Background: an optimization exercise with open tools, aiming at small area, a short achievable clock period and few clock cycles. Do not read the settings as production practice.
The RTL was checked by simulation tests, not by an equivalence proof against the original design.
Power figures rest on the tool's default switching activity, not on a simulated workload.

**run.sh**
```bash
#!/bin/bash
# synth_recipe.tcl (not shown) runs the flow's synth.tcl, then flattens the netlist and writes it again
# the make line also repeats each setting of config.mk as NAME=value (left out here)
make -C /OpenROAD-flow-scripts/flow DESIGN_CONFIG=/design/flow/config.mk WORK_HOME=/design/flow/orfs CLKGATE_MAP_FILE= SYNTH_SCRIPT=/design/flow/synth_recipe.tcl finish
```
**config.mk**
```make
export PLATFORM = sky130hd
export DESIGN_NAME = stream_registry_aging_table_unit
export DESIGN_NICKNAME = stream_registry_aging_table_unit
export VERILOG_FILES = /design/flow/design.v
export SDC_FILE = /design/flow/constraint.sdc
export NUM_CORES = 4
export LEC_CHECK = 0
export CAP_MARGIN = 20
export CORE_MARGIN = 2
export CORE_UTILIZATION = 40
export SLEW_MARGIN = 20
```
**design.v**
```verilog
package srat_pkg;
  localparam int unsigned KEY_W    = 48;
  localparam int unsigned DST_W    = 48;
  localparam int unsigned FMT_W    = 31;
  localparam int unsigned TIME_W   = 40;
  localparam int unsigned TMO_W    = 32;
  localparam logic [TMO_W-1:0] TIMEOUT_RESET_MS = TMO_W'(3 * 30 * 1000);
  typedef enum logic [1:0] {
    OP_REPORT   = 2'd0,
    OP_WITHDRAW = 2'd1,
    OP_TOUCH    = 2'd2,
    OP_SWEEP    = 2'd3
  } op_t;
  typedef enum logic [2:0] {
    ST_UPDATED   = 3'd0,
    ST_INSERTED  = 3'd1,
    ST_FULL      = 3'd2,
    ST_WITHDRAWN = 3'd3,
    ST_TOUCHED   = 3'd4,
    ST_SWEPT     = 3'd5
  } status_t;
  typedef enum logic [1:0] {
    S_IDLE,
    S_SCAN,
    S_WRITE,
    S_FINISH
  } state_t;
  typedef struct packed {
    op_t               op;
    logic [15:0]       id_hash;
    logic [31:0]       src_ip;
    logic [31:0]       group_ip;
    logic [15:0]       udp_port;
    logic [6:0]        channels;
    logic [5:0]        sample_bits;
    logic [17:0]       rate_hz;
    logic [TIME_W-1:0] now_ms;
  } req_t;
  typedef struct packed {
    logic [KEY_W-1:0]  key;
    logic [DST_W-1:0]  dst;
    logic [FMT_W-1:0]  fmt;
    logic [TIME_W-1:0] seen;
  } entry_t;
  typedef struct packed {
    logic rd_en;
    logic we_all;
    logic we_seen;
  } mem_ctl_t;
  typedef struct packed {
    logic key_eq;
    logic hash_eq;
    logic expired;
  } match_t;
endpackage
module srat_store #(
  parameter int unsigned ENTRIES = 16,
  parameter int unsigned IW      = 4
) (
  input  logic               clk,
  input  srat_pkg::mem_ctl_t ctl,
  input  logic [IW-1:0]      rd_addr,
  input  logic [IW-1:0]      wr_addr,
  input  srat_pkg::entry_t   wr_data,
  output srat_pkg::entry_t   rd_data
);
  logic [srat_pkg::KEY_W-1:0]  key_mem  [ENTRIES];
  logic [srat_pkg::DST_W-1:0]  dst_mem  [ENTRIES];
  logic [srat_pkg::FMT_W-1:0]  fmt_mem  [ENTRIES];
  logic [srat_pkg::TIME_W-1:0] seen_mem [ENTRIES];
  srat_pkg::entry_t            rd_data_r;
  always_ff @(posedge clk) begin
    if (ctl.we_all) begin
      key_mem[wr_addr] <= wr_data.key;
      dst_mem[wr_addr] <= wr_data.dst;
      fmt_mem[wr_addr] <= wr_data.fmt;
    end
    if (ctl.we_all || ctl.we_seen) begin
      seen_mem[wr_addr] <= wr_data.seen;
    end
  end
  always_ff @(posedge clk) begin
    if (ctl.rd_en) begin
      rd_data_r.key  <= key_mem[rd_addr];
      rd_data_r.dst  <= dst_mem[rd_addr];
      rd_data_r.fmt  <= fmt_mem[rd_addr];
      rd_data_r.seen <= seen_mem[rd_addr];
    end
  end
  assign rd_data = rd_data_r;
endmodule
module srat_match (
  input  srat_pkg::entry_t           ent,
  input  logic [15:0]                id_hash,
  input  logic [31:0]                src_ip,
  input  logic [srat_pkg::TIME_W-1:0] now_ms,
  input  logic [srat_pkg::TMO_W-1:0]  timeout_ms,
  output srat_pkg::match_t           res
);
  logic [srat_pkg::TIME_W-1:0] age;
  logic [srat_pkg::TIME_W-1:0] tmo_ext;
  assign tmo_ext     = timeout_ms;
  assign age         = now_ms - ent.seen;
  assign res.key_eq  = (ent.key == {id_hash, src_ip});
  assign res.hash_eq = (ent.key[srat_pkg::KEY_W-1:32] == id_hash);
  assign res.expired = (age > tmo_ext);
endmodule
module srat_seq #(
  parameter int unsigned ENTRIES = 16,
  parameter int unsigned IW      = 4,
  parameter int unsigned CW      = 5
) (
  input  logic                       clk,
  input  logic                       rst_n,
  input  logic                       in_valid,
  output logic                       in_ready,
  input  srat_pkg::req_t             req,
  input  logic [srat_pkg::TMO_W-1:0] timeout_ms,
  output logic                       out_valid,
  input  logic                       out_ready,
  output logic [2:0]                 out_status,
  output logic [3:0]                 out_slot,
  output logic [4:0]                 out_affected_count,
  output logic [4:0]                 out_valid_count,
  output srat_pkg::mem_ctl_t         mem_ctl,
  output logic [IW-1:0]              rd_addr,
  output logic [IW-1:0]              wr_addr,
  output srat_pkg::entry_t           wr_data,
  input  srat_pkg::entry_t           rd_data
);
  srat_pkg::state_t        state_r, state_nxt;
  srat_pkg::req_t          req_r, req_nxt;
  logic [ENTRIES-1:0] valid_r;
  logic [ENTRIES-1:0] valid_nxt;
  logic [CW-1:0] vcnt_r, vcnt_nxt;
  logic [CW-1:0] rd_cnt_r, rd_cnt_nxt;
  logic [CW-1:0] aff_r, aff_nxt;
  logic          ev_vld_r, ev_vld_nxt;
  logic [IW-1:0] ev_idx_r, ev_idx_nxt;
  logic          found_r, found_nxt;
  logic          free_r, free_nxt;
  logic [IW-1:0] tgt_r, tgt_nxt;
  logic [IW-1:0] free_idx_r, free_idx_nxt;
  logic          out_valid_r, out_valid_nxt;
  srat_pkg::status_t       status_r, status_nxt;
  logic [3:0]    slot_r, slot_nxt;
  logic [4:0]    oaff_r, oaff_nxt;
  logic [4:0]    ovcnt_r, ovcnt_nxt;
  srat_pkg::match_t        m;
  logic          cur_valid;
  srat_match u_match (
    .ent        (rd_data),
    .id_hash    (req_r.id_hash),
    .src_ip     (req_r.src_ip),
    .now_ms     (req_r.now_ms),
    .timeout_ms (timeout_ms),
    .res        (m)
  );
  assign cur_valid = valid_r[ev_idx_r];
  assign wr_data.key  = {req_r.id_hash, req_r.src_ip};
  assign wr_data.dst  = {req_r.group_ip, req_r.udp_port};
  assign wr_data.fmt  = {req_r.channels, req_r.sample_bits, req_r.rate_hz};
  assign wr_data.seen = req_r.now_ms;
  always_ff @(posedge clk) begin
    if (!rst_n) begin
      state_r     <= srat_pkg::S_IDLE;
      out_valid_r <= 1'b0;
      vcnt_r      <= '0;
      for (int i = 0; i < ENTRIES; i++) valid_r[i] <= 1'b0;
    end else begin
      state_r     <= state_nxt;
      out_valid_r <= out_valid_nxt;
      vcnt_r      <= vcnt_nxt;
      for (int i = 0; i < ENTRIES; i++) valid_r[i] <= valid_nxt[i];
    end
  end
  always_ff @(posedge clk) begin
    req_r      <= req_nxt;
    rd_cnt_r   <= rd_cnt_nxt;
    aff_r      <= aff_nxt;
    ev_vld_r   <= ev_vld_nxt;
    ev_idx_r   <= ev_idx_nxt;
    found_r    <= found_nxt;
    free_r     <= free_nxt;
    tgt_r      <= tgt_nxt;
    free_idx_r <= free_idx_nxt;
    status_r   <= status_nxt;
    slot_r     <= slot_nxt;
    oaff_r     <= oaff_nxt;
    ovcnt_r    <= ovcnt_nxt;
  end
  always_comb begin
    state_nxt     = state_r;
    req_nxt       = req_r;
    valid_nxt     = valid_r;
    vcnt_nxt      = vcnt_r;
    rd_cnt_nxt    = rd_cnt_r;
    aff_nxt       = aff_r;
    ev_vld_nxt    = 1'b0;
    ev_idx_nxt    = ev_idx_r;
    found_nxt     = found_r;
    free_nxt      = free_r;
    tgt_nxt       = tgt_r;
    free_idx_nxt  = free_idx_r;
    out_valid_nxt = out_valid_r && !out_ready;
    status_nxt    = status_r;
    slot_nxt      = slot_r;
    oaff_nxt      = oaff_r;
    ovcnt_nxt     = ovcnt_r;
    in_ready      = 1'b0;
    mem_ctl       = '0;
    rd_addr       = rd_cnt_r[IW-1:0];
    wr_addr       = ev_idx_r;
    unique case (state_r)
      srat_pkg::S_IDLE: begin
        in_ready = 1'b1;
        if (in_valid) begin
          req_nxt    = req;
          rd_cnt_nxt = '0;
          aff_nxt    = '0;
          found_nxt  = 1'b0;
          free_nxt   = 1'b0;
          state_nxt  = srat_pkg::S_SCAN;
        end
      end
      srat_pkg::S_SCAN: begin
        if (rd_cnt_r < CW'(ENTRIES)) begin
          mem_ctl.rd_en = 1'b1;
          ev_vld_nxt    = 1'b1;
          ev_idx_nxt    = rd_cnt_r[IW-1:0];
          rd_cnt_nxt    = rd_cnt_r + CW'(1);
        end else begin
          state_nxt = (req_r.op == srat_pkg::OP_REPORT) ? srat_pkg::S_WRITE : srat_pkg::S_FINISH;
        end
        if (ev_vld_r) begin
          unique case (req_r.op)
            srat_pkg::OP_REPORT: begin
              if (cur_valid && m.key_eq && !found_r) begin
                found_nxt = 1'b1;
                tgt_nxt   = ev_idx_r;
              end
              if (!cur_valid && !free_r) begin
                free_nxt     = 1'b1;
                free_idx_nxt = ev_idx_r;
              end
            end
            srat_pkg::OP_WITHDRAW: begin
              if (cur_valid && m.hash_eq) begin
                valid_nxt[ev_idx_r] = 1'b0;
                aff_nxt             = aff_r + CW'(1);
              end
            end
            srat_pkg::OP_TOUCH: begin
              if (cur_valid && m.hash_eq) begin
                mem_ctl.we_seen = 1'b1;
                aff_nxt         = aff_r + CW'(1);
              end
            end
            srat_pkg::OP_SWEEP: begin
              if (cur_valid && m.expired) begin
                valid_nxt[ev_idx_r] = 1'b0;
                aff_nxt             = aff_r + CW'(1);
              end
            end
            default: ;
          endcase
        end
      end
      srat_pkg::S_WRITE: begin
        wr_addr = found_r ? tgt_r : free_idx_r;
        if (found_r || free_r) begin
          mem_ctl.we_all     = 1'b1;
          valid_nxt[wr_addr] = 1'b1;
        end
        state_nxt = srat_pkg::S_FINISH;
      end
      srat_pkg::S_FINISH: begin
        if (!out_valid_r || out_ready) begin
          out_valid_nxt = 1'b1;
          slot_nxt      = '0;
          oaff_nxt      = 5'(aff_r);
          unique case (req_r.op)
            srat_pkg::OP_REPORT: begin
              if (found_r) begin
                status_nxt = srat_pkg::ST_UPDATED;
                slot_nxt   = 4'(tgt_r);
                oaff_nxt   = 5'd1;
              end else if (free_r) begin
                status_nxt = srat_pkg::ST_INSERTED;
                slot_nxt   = 4'(free_idx_r);
                oaff_nxt   = 5'd1;
                vcnt_nxt   = vcnt_r + CW'(1);
              end else begin
                status_nxt = srat_pkg::ST_FULL;
                oaff_nxt   = 5'd0;
              end
            end
            srat_pkg::OP_WITHDRAW: begin
              status_nxt = srat_pkg::ST_WITHDRAWN;
              vcnt_nxt   = vcnt_r - aff_r;
            end
            srat_pkg::OP_TOUCH: status_nxt = srat_pkg::ST_TOUCHED;
            srat_pkg::OP_SWEEP: begin
              status_nxt = srat_pkg::ST_SWEPT;
              vcnt_nxt   = vcnt_r - aff_r;
            end
            default: ;
          endcase
          ovcnt_nxt = 5'(vcnt_nxt);
          state_nxt = srat_pkg::S_IDLE;
        end
      end
      default: state_nxt = srat_pkg::S_IDLE;
    endcase
  end
  assign out_valid          = out_valid_r;
  assign out_status         = status_r;
  assign out_slot           = slot_r;
  assign out_affected_count = oaff_r;
  assign out_valid_count    = ovcnt_r;
endmodule
module stream_registry_aging_table_unit #(
  parameter int unsigned ENTRIES = 16
) (
  input  logic        clk,
  input  logic        rst_n,
  input  logic        in_valid,
  output logic        in_ready,
  input  logic [1:0]  in_op,
  input  logic [15:0] in_id_hash,
  input  logic [31:0] in_src_ip,
  input  logic [31:0] in_group_ip,
  input  logic [15:0] in_udp_port,
  input  logic [6:0]  in_channels,
  input  logic [5:0]  in_sample_bits,
  input  logic [17:0] in_rate_hz,
  input  logic [39:0] in_now_ms,
  output logic        out_valid,
  input  logic        out_ready,
  output logic [2:0]  out_status,
  output logic [3:0]  out_slot,
  output logic [4:0]  out_affected_count,
  output logic [4:0]  out_valid_count,
  input  logic        cfg_valid,
  output logic        cfg_ready,
  input  logic [31:0] cfg_data
);
  localparam int unsigned IW = (ENTRIES > 1) ? $clog2(ENTRIES) : 1;
  localparam int unsigned CW = $clog2(ENTRIES + 1);
  logic [srat_pkg::TMO_W-1:0] timeout_r;
  srat_pkg::req_t             req;
  srat_pkg::mem_ctl_t         mem_ctl;
  logic [IW-1:0]    rd_addr;
  logic [IW-1:0]    wr_addr;
  srat_pkg::entry_t           wr_data;
  srat_pkg::entry_t           rd_data;
  assign cfg_ready = 1'b1;
  always_ff @(posedge clk) begin
    if (!rst_n) begin
      timeout_r <= srat_pkg::TIMEOUT_RESET_MS;
    end else if (cfg_valid && cfg_ready) begin
      timeout_r <= cfg_data;
    end
  end
  assign req.op          = srat_pkg::op_t'(in_op);
  assign req.id_hash     = in_id_hash;
  assign req.src_ip      = in_src_ip;
  assign req.group_ip    = in_group_ip;
  assign req.udp_port    = in_udp_port;
  assign req.channels    = in_channels;
  assign req.sample_bits = in_sample_bits;
  assign req.rate_hz     = in_rate_hz;
  assign req.now_ms      = in_now_ms;
  srat_store #(
    .ENTRIES(ENTRIES),
    .IW     (IW)
  ) u_store (
    .clk    (clk),
    .ctl    (mem_ctl),
    .rd_addr(rd_addr),
    .wr_addr(wr_addr),
    .wr_data(wr_data),
    .rd_data(rd_data)
  );
  srat_seq #(
    .ENTRIES(ENTRIES),
    .IW     (IW),
    .CW     (CW)
  ) u_seq (
    .clk               (clk),
    .rst_n             (rst_n),
    .in_valid          (in_valid),
    .in_ready          (in_ready),
    .req               (req),
    .timeout_ms        (timeout_r),
    .out_valid         (out_valid),
    .out_ready         (out_ready),
    .out_status        (out_status),
    .out_slot          (out_slot),
    .out_affected_count(out_affected_count),
    .out_valid_count   (out_valid_count),
    .mem_ctl           (mem_ctl),
    .rd_addr           (rd_addr),
    .wr_addr           (wr_addr),
    .wr_data           (wr_data),
    .rd_data           (rd_data)
  );
endmodule
```
**constraint.sdc**
```tcl
create_clock -name core_clock -period 6.0 [get_ports {clk}]
set_input_delay 1.2000 -clock core_clock [delete_from_list [all_inputs] [get_ports {clk}]]
set_output_delay 1.2000 -clock core_clock [all_outputs]
set_load 0.01 [all_outputs]
```
==> reports/metrics.yaml <==
status:
  outcome: "no timing/DRC/antenna violations"
route:
  vias: 32200
  via_per_inst: 5.52
  wl_per_cell_um: 26.7
  wl_mm: 155
  drc: 0
  dr.pass1.iters: 7
  ant_nets: 0
  drt-initial-drc-count: 3218
synth:
  synth_cells: 3228
  netlist.area_leader.share_pct: 72.9
  async_flop_share_pct: 0
  syn_avg_cell_area_um2: 20.7
  synth_top_flop_cell: "edfxtp_1"
  ys_types: 74
  synth-seq-area-share_pct: 74.7
  synth-seq-cells: 1684
  synthTopCellsByArea: "edfxtp_1, mux4_2, ha_1"
  synth-edff-count: 1627
  yosys.area.top_type: "edfxtp_1"
  yosys_warnings: 3
  syn_nets: 3530
  netlist_area_um2: 67000
sta:
  setup_slack_ns: 0.474
  tightestPinTransition_ns: 1.13
  fin_setup_tns_ns: 0
  period_share_pct: 92.1
  relSlewSlack_pct: 24.6
  rsz0062_at_grt: "no"
  min_period_ns: 5.53
  finalMaxSlewViolations: 0
  fin_hold_ws_ns: 0.451
  setup_viol: 0
  max_freq_ghz: 0.181
  final_hold_viol_count: 0
  clock-skew-final_ns: 0.0291
finish:
  area_growth_pct: 15.1
  fin_nets: 3794
  layout-drive-gt1-share_pct: 22.6
  nFillCells: 13900
  mostFrequentLayoutCells: "edfxtp_1, mux4_2, clkbuf_16"
  layout_commonest_cell: "edfxtp_1"
  post-route-util_pct: 46.2
worst_setup_path:
  cp_max_fo: 5
  setup.worst_path.class: "reg2reg"
  r2r-start: "u_seq.req_r[4]"
  cp.buffers_inverters: 1
  path_cells: "ha_1 -> a21oi_1 -> and2_1 -> a221o_2 -> a2111oi_4 -> nor2_1 -> nor3_1 -> nor2_1 -> xnor2_1 -> ha_1 -> nand4_1 -> nor4_1 -> a22oi_1 -> o211ai_1 -> a311o_1 -> a21oi_1 -> o21ai_0 -> o41ai_1 -> buf_4 -> a221oi_2"
  start_kind: "register"
  cp_data_required_time_ns: 6.43
  rrSetupSlack_ns: 0.47
  reg2reg_to: "u_seq.aff_r[3]"
  ff2ff_path_depth: 20
  slowest_delay_ns: 0.50
  worst_path_dominant_cell_family: "compound AO/OA/AOI/OAI gates"
  cp.arrival_ns: 5.95
  worstSetupStartpoint: "u_seq.req_r[4]"
  crit_path_top_delay_cell: "nor4_1"
  worstSetupEndpointType: "register"
floorplanning:
  row_count: 150
  placeableCoreArea_um2: 167000
  fp.dieH_um: 413
  die_area_um2: 171000
  start_util_pct: 40.2
  die_x_um: 413
  io_pins: 226
cts:
  clock_latency_ns: 0.80
  cts.sinks: 1684
  clockBufferDepth: 3
  root_buffer: "clkbuf_16"
  cts_inserted_buffers: 169
  cts_tree: "built"
  clkTransAtPathRegs_ns: 0.06
  cts_max_level: 4
  cts_hold_buf: 0
pwr:
  p_leak_uw: 0.0244
  totalPowerFinal_uw: 36900
  peakVddDrop_uv: 364
  powerDensity_nw_per_um2: 479
worst_hold_path:
  worstHoldStart: "u_seq.valid_r[13]"
  hold-path-endpoint: "u_seq.valid_r[13]"
  hold_class: "reg2reg"
  holdPathStages: 2
global_route:
  gr-total-overflow: 0
  grt_max_degree: 139
  antenna_found_initial: 5
  grt_pass1_vias: 32900
  grtUsageTotal_pct: 18.3
  grt_pass1_wl_mm: 226
placement:
  dp_slack_ns: 0.262
  portBuffers: 145
  gp_congestion: 0.888
  place_hpwl_mm: 82.0
flow_run:
  maxCapViolCount: 0
[metrics by stage]
step	area, um2	std cells
after CTS	77000	5828
after detailed placement	71700	5521
after global routing	77100	5832
after floorplan	67000	3228
after global placement	71700	5521
final	77100	5833
[cell families after synthesis]
group,count (synthesis),share of synthesized area (%)
mux,481,15.5
other cells,1,0.00560
compound gates,258,2.66
fa+ha+maj,96,1.82
xor+xnor,94,1.23
simple gates,378,2.75
flops,1684,74.7
buf+inv,236,1.38
[where the power goes]
part	switching [uW]	internal, uW
combinational	5720	4660
clock	4450	5690
sequential	1210	15200
total	11400	25500
[Yosys cell counts, drive strengths merged (7+ instances only)]
| master | instances |
|---|---|
| edfxtp | 1627 |
| mux4 | 445 |
| nor2 | 116 |
| inv | 100 |
| ha | 94 |
| nand2 | 94 |
| clkbuf | 86 |
| a21oi | 75 |
| dfxtp | 57 |
| buf | 50 |
| xor2 | 49 |
| xnor2 | 45 |
| o21ai | 40 |
| nor2b | 37 |
| mux2i | 31 |
| nor3 | 29 |
| nand4 | 26 |
| a21o | 23 |
| nand3 | 20 |
| o211ai | 19 |
| o21a | 16 |
| and2 | 13 |
| nor4 | 12 |
| o311ai | 11 |
| a21bo | 10 |
| nand2b | 9 |
| o21bai | 7 |
[how the worst max path moves through the flow]
stage,endpoint,slack [ns],depth (start not counted)
floorplan,u_seq.req_r[0],0.20,2
global placement,u_seq.aff_r[4],0.35,20
detailed placement,u_seq.aff_r[2],0.26,20
CTS,u_seq.aff_r[3],0.23,20
global route,u_seq.aff_r[3],0.04,20
finish,u_seq.aff_r[3],0.47,20
[cell type report]
cell class	count	area [um2]	share of cell area, %
tap	2204	2760	3.58
multi-input combinational	1308	16300	21.2
clock inverter	92	818	1.06
clock buffer	215	4480	5.81
sequential	1684	50000	64.9
timing repair buffer	229	2320	3.01
antenna	1	2.50	0.00325
inverter	100	375	0.487
[flip-flops by register name (all words and copies together), names as in the netlist, 2 cells and up]
register,cells
u_store.rd_data_r,88
timeout_r,32
u_seq.vcnt_r,5
u_seq.free_idx_r,4
u_seq.slot_r,4
u_store.seen_mem,640
u_seq.ev_idx_r,4
u_seq.rd_cnt_r,5
u_seq.tgt_r,4
u_seq.oaff_r,5
u_store.key_mem,768
u_seq.state_r,2
u_seq.ovcnt_r,5
u_seq.valid_r,16
u_seq.aff_r,5
u_seq.status_r,3
u_seq.req_r,90
[timing repair]
| item | in CTS | in global routing |
|---|---|---|
| resized for setup | 0 | 1 |
| buffers inserted | 0 | 2 |
| endpoints found under the setup margin | 0 | 21 |
[worst register-to-register path: cells and delay by family (launching register included)]
kind | cells | cell delay (ns)
buffers and inverters | 1 | 0.17
xor gates and xnor gates | 1 | 0.14
AOI/OAI and AO/OA | 10 | 2.38
and+or+nand+nor | 6 | 1.26
adders and majority gates | 2 | 0.72
DFF | 1 | 0.47
[routing by layer]
layer	routed length, um	GRT usage, %
met2	75400	29.3
met3	8880	3.32
met5	35	0
met4	3740	5.17
met1	67400	25.7
Testbench counts, summed over its fixed seeds: cycles 47,211.

## what the ideal ports hide
The flow's constraints put no driver on any port. The routed layout listed below was extracted and timed again, unchanged, in two steps.
Step 1 sets driving cells, clkbuf_16 on the clock port and buf_2 on the other inputs (assumed; they add their load-dependent delay and slew).
Step 2 times the ports against the registers' clock, not the clock port: input delays grow and output delays shrink by t, the midpoint of the rising clock arrivals with the driver on.
Three values: ideal ports, drivers, drivers and shift; two values: the first two.
shift t [ns]: 0.862
setup WS [ns]: 0.474 / 0.474 / 0.474
worst hold slack (ns): 0.451 / 0.451 / 0.451
worst setup path after step 2: register to register
pins driven straight from the clock port: 1
After both steps this run still meets setup and hold. For this run, drivers alone change the setup slack by 0.000 ns; drivers and shift together by 0.000 ns.
